Context: an optimization exercise on an open-source flow, tuned for small area. The choices shown serve that exercise and are no tape-out recipe.
At most, simulation tests tie the RTL to the original design; equivalence was not proved.

## yarrow
Design voq_fifo, start of the top module:
module voq_fifo #(
  parameter int DATA_W = 33,
  parameter int DEPTH  = 16,
  parameter int N_CH   = 4,
  localparam int AW = $clog2(DEPTH),
  localparam int CW = $clog2(N_CH)
) (
  input  logic                     clk,
  input  logic                     rst_n,
  input  logic                     wr_en,
  input  logic [CW-1:0]            wr_ch,
  input  logic [DATA_W-1:0]        wr_data,
  input  logic                     rd_en,
  input  logic [CW-1:0]            rd_ch,
  output logic [DATA_W-1:0]        rd_data,
  output logic                     rd_valid,
  output logic [N_CH-1:0]          full,
  output logic [N_CH-1:0]          empty,
  output logic [N_CH*(AW+1)-1:0]   count,
  output logic [N_CH-1:0]          ovf,
  output logic [N_CH-1:0]          udf,
  input  logic                     err_clr
);
==> module voq_fifo, before the edit <==
module voq_fifo #(
  parameter int DATA_W = 33,
  parameter int DEPTH  = 16,
  parameter int N_CH   = 4,
  localparam int AW = $clog2(DEPTH),
  localparam int CW = $clog2(N_CH)
) (
  input  logic                     clk,
  input  logic                     rst_n,
  input  logic                     wr_en,
  input  logic [CW-1:0]            wr_ch,
  input  logic [DATA_W-1:0]        wr_data,
  input  logic                     rd_en,
  input  logic [CW-1:0]            rd_ch,
  output logic [DATA_W-1:0]        rd_data,
  output logic                     rd_valid,
  output logic [N_CH-1:0]          full,
  output logic [N_CH-1:0]          empty,
  output logic [N_CH*(AW+1)-1:0]   count,
  output logic [N_CH-1:0]          ovf,
  output logic [N_CH-1:0]          udf,
  input  logic                     err_clr
);
  localparam int NW = N_CH * DEPTH;
  localparam int NG = NW / 3;
  logic [AW:0]       cnt_q [N_CH];
  logic [AW-1:0]     rd_ptr_q [N_CH];
  logic [DATA_W-1:0] rd_data_q;
  logic              rd_valid_q;
  logic [N_CH-1:0]   ovf_q, udf_q;
  logic              tgl_q;
  logic [NW*DATA_W-1:0] mem_q;    
  logic [N_CH-1:0] is_full, is_empty;
  always_comb begin
    for (int c = 0; c < N_CH; c++) begin
      is_full[c]  = cnt_q[c][AW];
      is_empty[c] = (cnt_q[c] == '0);
    end
  end
  logic [N_CH-1:0] wr_sel, rd_sel;
  always_comb begin
    for (int c = 0; c < N_CH; c++) begin
      wr_sel[c] = (wr_ch == CW'(c));
      rd_sel[c] = (rd_ch == CW'(c));
    end
  end
  logic pop_ok, push_ok;
  assign pop_ok  = rd_en && |(rd_sel & ~is_empty);
  assign push_ok = wr_en && (|(wr_sel & ~is_full) || (pop_ok && (rd_ch == wr_ch)));
  logic [NW-1:0] we, re;
  always_comb begin
    for (int c = 0; c < N_CH; c++) begin
      logic [AW-1:0] wa;
      wa = rd_ptr_q[c] + cnt_q[c][AW-1:0];
      for (int i = 0; i < DEPTH; i++) begin
        we[c*DEPTH+i] = push_ok && wr_sel[c] && (wa == AW'(i));
        re[c*DEPTH+i] = rd_sel[c] && (rd_ptr_q[c] == AW'(i));
      end
    end
  end
  logic [DATA_W-1:0] wr_x;
  assign wr_x = wr_data ^ {DATA_W{tgl_q}};
  logic [NW-1:0] we_n;
  assign we_n = ~we;
  logic [NW*DATA_W-1:0] mem_d;
  for (genvar w = 0; w < NW; w++) begin : g_w
    for (genvar b = 0; b < DATA_W; b++) begin : g_b
      voq_fifo_tcell u_c (.we(we[w]), .we_n(we_n[w]), .q(mem_q[w*DATA_W+b]), .x(wr_x[b]), .d(mem_d[w*DATA_W+b]));
    end
  end
  always_ff @(posedge clk) mem_q <= mem_d;
  logic [DATA_W-1:0] rd_raw;
  for (genvar b = 0; b < DATA_W; b++) begin : g_rb
    logic [NG:0] part_n;
    for (genvar g = 0; g < NG; g++) begin : g_g
      voq_fifo_aoi3 u_a (.s0(re[3*g]), .s1(re[3*g+1]), .s2(re[3*g+2]),
                         .d0(mem_q[(3*g)*DATA_W+b]), .d1(mem_q[(3*g+1)*DATA_W+b]), .d2(mem_q[(3*g+2)*DATA_W+b]),
                         .y_n(part_n[g]));
    end
    assign part_n[NG] = ~(re[NW-1] & mem_q[(NW-1)*DATA_W+b]);
    assign rd_raw[b] = ~&part_n;
  end
  always_ff @(posedge clk) rd_data_q <= rd_raw;
  always_ff @(posedge clk or negedge rst_n) begin
    if (!rst_n) begin
      for (int c = 0; c < N_CH; c++) begin
        cnt_q[c]    <= '0;
        rd_ptr_q[c] <= '0;
      end
      rd_valid_q <= 1'b0;
      ovf_q      <= '0;
      udf_q      <= '0;
      tgl_q      <= 1'b0;
    end else begin
      for (int c = 0; c < N_CH; c++) begin
        logic pu, po;
        pu = push_ok && wr_sel[c];
        po = pop_ok  && rd_sel[c];
        if (po) rd_ptr_q[c] <= rd_ptr_q[c] + AW'(1);
        if (pu && !po)      cnt_q[c] <= cnt_q[c] + (AW+1)'(1);
        else if (po && !pu) cnt_q[c] <= cnt_q[c] - (AW+1)'(1);
        if (wr_en && !push_ok && wr_sel[c]) ovf_q[c] <= 1'b1;
        else if (err_clr)                   ovf_q[c] <= 1'b0;
        if (rd_en && !pop_ok && rd_sel[c])  udf_q[c] <= 1'b1;
        else if (err_clr)                   udf_q[c] <= 1'b0;
      end
      rd_valid_q <= pop_ok;
      tgl_q      <= ~tgl_q;
    end
  end
  always_comb begin
    for (int c = 0; c < N_CH; c++) begin
      full[c]                 = is_full[c];
      empty[c]                = is_empty[c];
      count[c*(AW+1) +: AW+1] = cnt_q[c];
    end
  end
  assign rd_data  = rd_data_q ^ {DATA_W{~tgl_q}};
  assign rd_valid = rd_valid_q;
  assign ovf      = ovf_q;
  assign udf      = udf_q;
endmodule
export LEC_CHECK = 0
export CAP_MARGIN = 5
export CORE_MARGIN = 2
export CORE_UTILIZATION = 65
export CTS_BUF_LIST = sky130_fd_sc_hd__clkbuf_16
export CTS_CLUSTER_DIAMETER = 80
export CTS_CLUSTER_SIZE = 30
export PLACE_DENSITY = 0.75
export SLEW_MARGIN = 5
export SYNTH_HIERARCHICAL = 1
export SYNTH_MINIMUM_KEEP_SIZE = 0
create_clock -name core_clock -period 4.0 [get_ports {clk}]
run.sh (not shown) runs the stock make flow with config.mk's settings and CLKGATE_MAP_FILE= SYNTH_SCRIPT=/design/flow/synth_recipe.tcl, a recipe that flattens the netlist after the stock synthesis.
yarrow went all the way through the flow, and no timing, DRC or antenna check failed.
#### Input delta (indigo over yarrow)
==> flow/design.v, changed modules only <==
module voq_fifo #(
  parameter int DATA_W = 33,
  parameter int DEPTH  = 16,
  parameter int N_CH   = 4,
  localparam int AW = $clog2(DEPTH),
  localparam int CW = $clog2(N_CH)
) (
  input  logic                     clk,
  input  logic                     rst_n,
  input  logic                     wr_en,
  input  logic [CW-1:0]            wr_ch,
  input  logic [DATA_W-1:0]        wr_data,
  input  logic                     rd_en,
  input  logic [CW-1:0]            rd_ch,
  output logic [DATA_W-1:0]        rd_data,
  output logic                     rd_valid,
  output logic [N_CH-1:0]          full,
  output logic [N_CH-1:0]          empty,
  output logic [N_CH*(AW+1)-1:0]   count,
  output logic [N_CH-1:0]          ovf,
  output logic [N_CH-1:0]          udf,
  input  logic                     err_clr
);
  localparam int NW = N_CH * DEPTH;
  logic [AW:0]       cnt_q [N_CH];
  logic [AW-1:0]     rd_ptr_q [N_CH];
  logic [DATA_W-1:0] rd_data_q;
  logic              rd_valid_q;
  logic [N_CH-1:0]   ovf_q, udf_q;
  logic              tgl_q;
  logic [NW*DATA_W-1:0] mem_q;    
  logic [N_CH-1:0] is_full, is_empty;
  always_comb begin
    for (int c = 0; c < N_CH; c++) begin
      is_full[c]  = cnt_q[c][AW];
      is_empty[c] = (cnt_q[c] == '0);
    end
  end
  logic [N_CH-1:0] wr_sel, rd_sel;
  always_comb begin
    for (int c = 0; c < N_CH; c++) begin
      wr_sel[c] = (wr_ch == CW'(c));
      rd_sel[c] = (rd_ch == CW'(c));
    end
  end
  logic pop_ok, push_ok;
  assign pop_ok  = rd_en && |(rd_sel & ~is_empty);
  assign push_ok = wr_en && (|(wr_sel & ~is_full) || (pop_ok && (rd_ch == wr_ch)));
  logic [NW-1:0] we, re;
  always_comb begin
    for (int c = 0; c < N_CH; c++) begin
      logic [AW-1:0] wa;
      wa = rd_ptr_q[c] + cnt_q[c][AW-1:0];
      for (int i = 0; i < DEPTH; i++) begin
        we[c*DEPTH+i] = push_ok && wr_sel[c] && (wa == AW'(i));
        re[c*DEPTH+i] = (rd_ptr_q[c] == AW'(i));
      end
    end
  end
  logic [DATA_W-1:0] wr_x;
  assign wr_x = wr_data ^ {DATA_W{tgl_q}};
  logic [NW-1:0] we_n;
  assign we_n = ~we;
  logic [NW*DATA_W-1:0] mem_d;
  for (genvar w = 0; w < NW; w++) begin : g_w
    for (genvar b = 0; b < DATA_W; b++) begin : g_b
      voq_fifo_tcell u_c (.we(we[w]), .we_n(we_n[w]), .q(mem_q[w*DATA_W+b]), .x(wr_x[b]), .d(mem_d[w*DATA_W+b]));
    end
  end
  always_ff @(posedge clk) mem_q <= mem_d;
  localparam int NG = DEPTH / 3;
  logic [DATA_W-1:0] ch_word [N_CH];
  for (genvar c = 0; c < N_CH; c++) begin : g_rc
    for (genvar b = 0; b < DATA_W; b++) begin : g_rb
      logic [NG:0] part_n;
      for (genvar g = 0; g < NG; g++) begin : g_g
        localparam int W0 = c*DEPTH + 3*g;
        voq_fifo_aoi3 u_a (.s0(re[W0]), .s1(re[W0+1]), .s2(re[W0+2]),
                           .d0(mem_q[W0*DATA_W+b]), .d1(mem_q[(W0+1)*DATA_W+b]), .d2(mem_q[(W0+2)*DATA_W+b]),
                           .y_n(part_n[g]));
      end
      assign part_n[NG] = ~(re[c*DEPTH+DEPTH-1] & mem_q[(c*DEPTH+DEPTH-1)*DATA_W+b]);
      assign ch_word[c][b] = ~&part_n;
    end
  end
  logic [DATA_W-1:0] rd_raw;
  always_comb begin
    rd_raw = '0;
    for (int c = 0; c < N_CH; c++)
      rd_raw = rd_raw | ({DATA_W{rd_sel[c]}} & ch_word[c]);
  end
  always_ff @(posedge clk) rd_data_q <= rd_raw;
  always_ff @(posedge clk or negedge rst_n) begin
    if (!rst_n) begin
      for (int c = 0; c < N_CH; c++) begin
        cnt_q[c]    <= '0;
        rd_ptr_q[c] <= '0;
      end
      rd_valid_q <= 1'b0;
      ovf_q      <= '0;
      udf_q      <= '0;
      tgl_q      <= 1'b0;
    end else begin
      for (int c = 0; c < N_CH; c++) begin
        logic pu, po;
        pu = push_ok && wr_sel[c];
        po = pop_ok  && rd_sel[c];
        if (po) rd_ptr_q[c] <= rd_ptr_q[c] + AW'(1);
        if (pu && !po)      cnt_q[c] <= cnt_q[c] + (AW+1)'(1);
        else if (po && !pu) cnt_q[c] <= cnt_q[c] - (AW+1)'(1);
        if (wr_en && !push_ok && wr_sel[c]) ovf_q[c] <= 1'b1;
        else if (err_clr)                   ovf_q[c] <= 1'b0;
        if (rd_en && !pop_ok && rd_sel[c])  udf_q[c] <= 1'b1;
        else if (err_clr)                   udf_q[c] <= 1'b0;
      end
      rd_valid_q <= pop_ok;
      tgl_q      <= ~tgl_q;
    end
  end
  always_comb begin
    for (int c = 0; c < N_CH; c++) begin
      full[c]                 = is_full[c];
      empty[c]                = is_empty[c];
      count[c*(AW+1) +: AW+1] = cnt_q[c];
    end
  end
  assign rd_data  = rd_data_q ^ {DATA_W{~tgl_q}};
  assign rd_valid = rd_valid_q;
  assign ovf      = ovf_q;
  assign udf      = udf_q;
endmodule
==> run summary <==
- Comparing yarrow and indigo, the higher wire length of the first global-routing pass was measured on yarrow.
- Of the two values seen for critical path endpoint, rd_data_q[12] was produced by yarrow and empty[1] by indigo.
- When indigo is set beside yarrow, its non-clock buffer count turns out to be 33% smaller.
- Going from yarrow to indigo, data required time of the critical path has decreased, smallest hold slack has decreased, layout overhead on the synthesized area has decreased.
- In indigo, total number of cells along the worst setup path is lower than in yarrow.
- Utilization sits lower in indigo than in yarrow.
For indigo, only the layout was checked, not whether the RTL still works.

-- afterwards: timing with drivers on the ports --
The flow's constraints put no driver on any port. The routed layouts listed below were extracted and timed again, unchanged, in two steps. Step 1 assumes that a clkbuf_16 drives the clock port and a buf_2 every other input. Step 2 adds t to the input delays and takes it off the output delays; t is the mean of the earliest and latest rising clock arrival at the registers after step 1. Input paths then give back, and output paths get back, about the clock's delay inside the block. Slacks: ideal / step 1 / step 2; pairs: ideal / step 1.
| run | shift t [ns] | slack for setup (ns) | worst hold slack (ns) | worst data-port slew with drivers (ns) | cell pins on the clock port's net |
|---|---|---|---|---|---|
| yarrow | 0.792 | 0.172 / 0.213 / -0.568 | 0.205 / 0.153 / 0.462 | 0.10 | 1 |
| indigo | 0.816 | 0.296 / 0.210 / -0.017 | 0.103 / 0.037 / 0.462 | 0.06 | 1 |
Met with ideal ports but missed after step 2: setup timing in yarrow and indigo. For yarrow, which loses most, drivers alone change the setup slack by +0.041 ns; drivers and shift together by -0.740 ns.
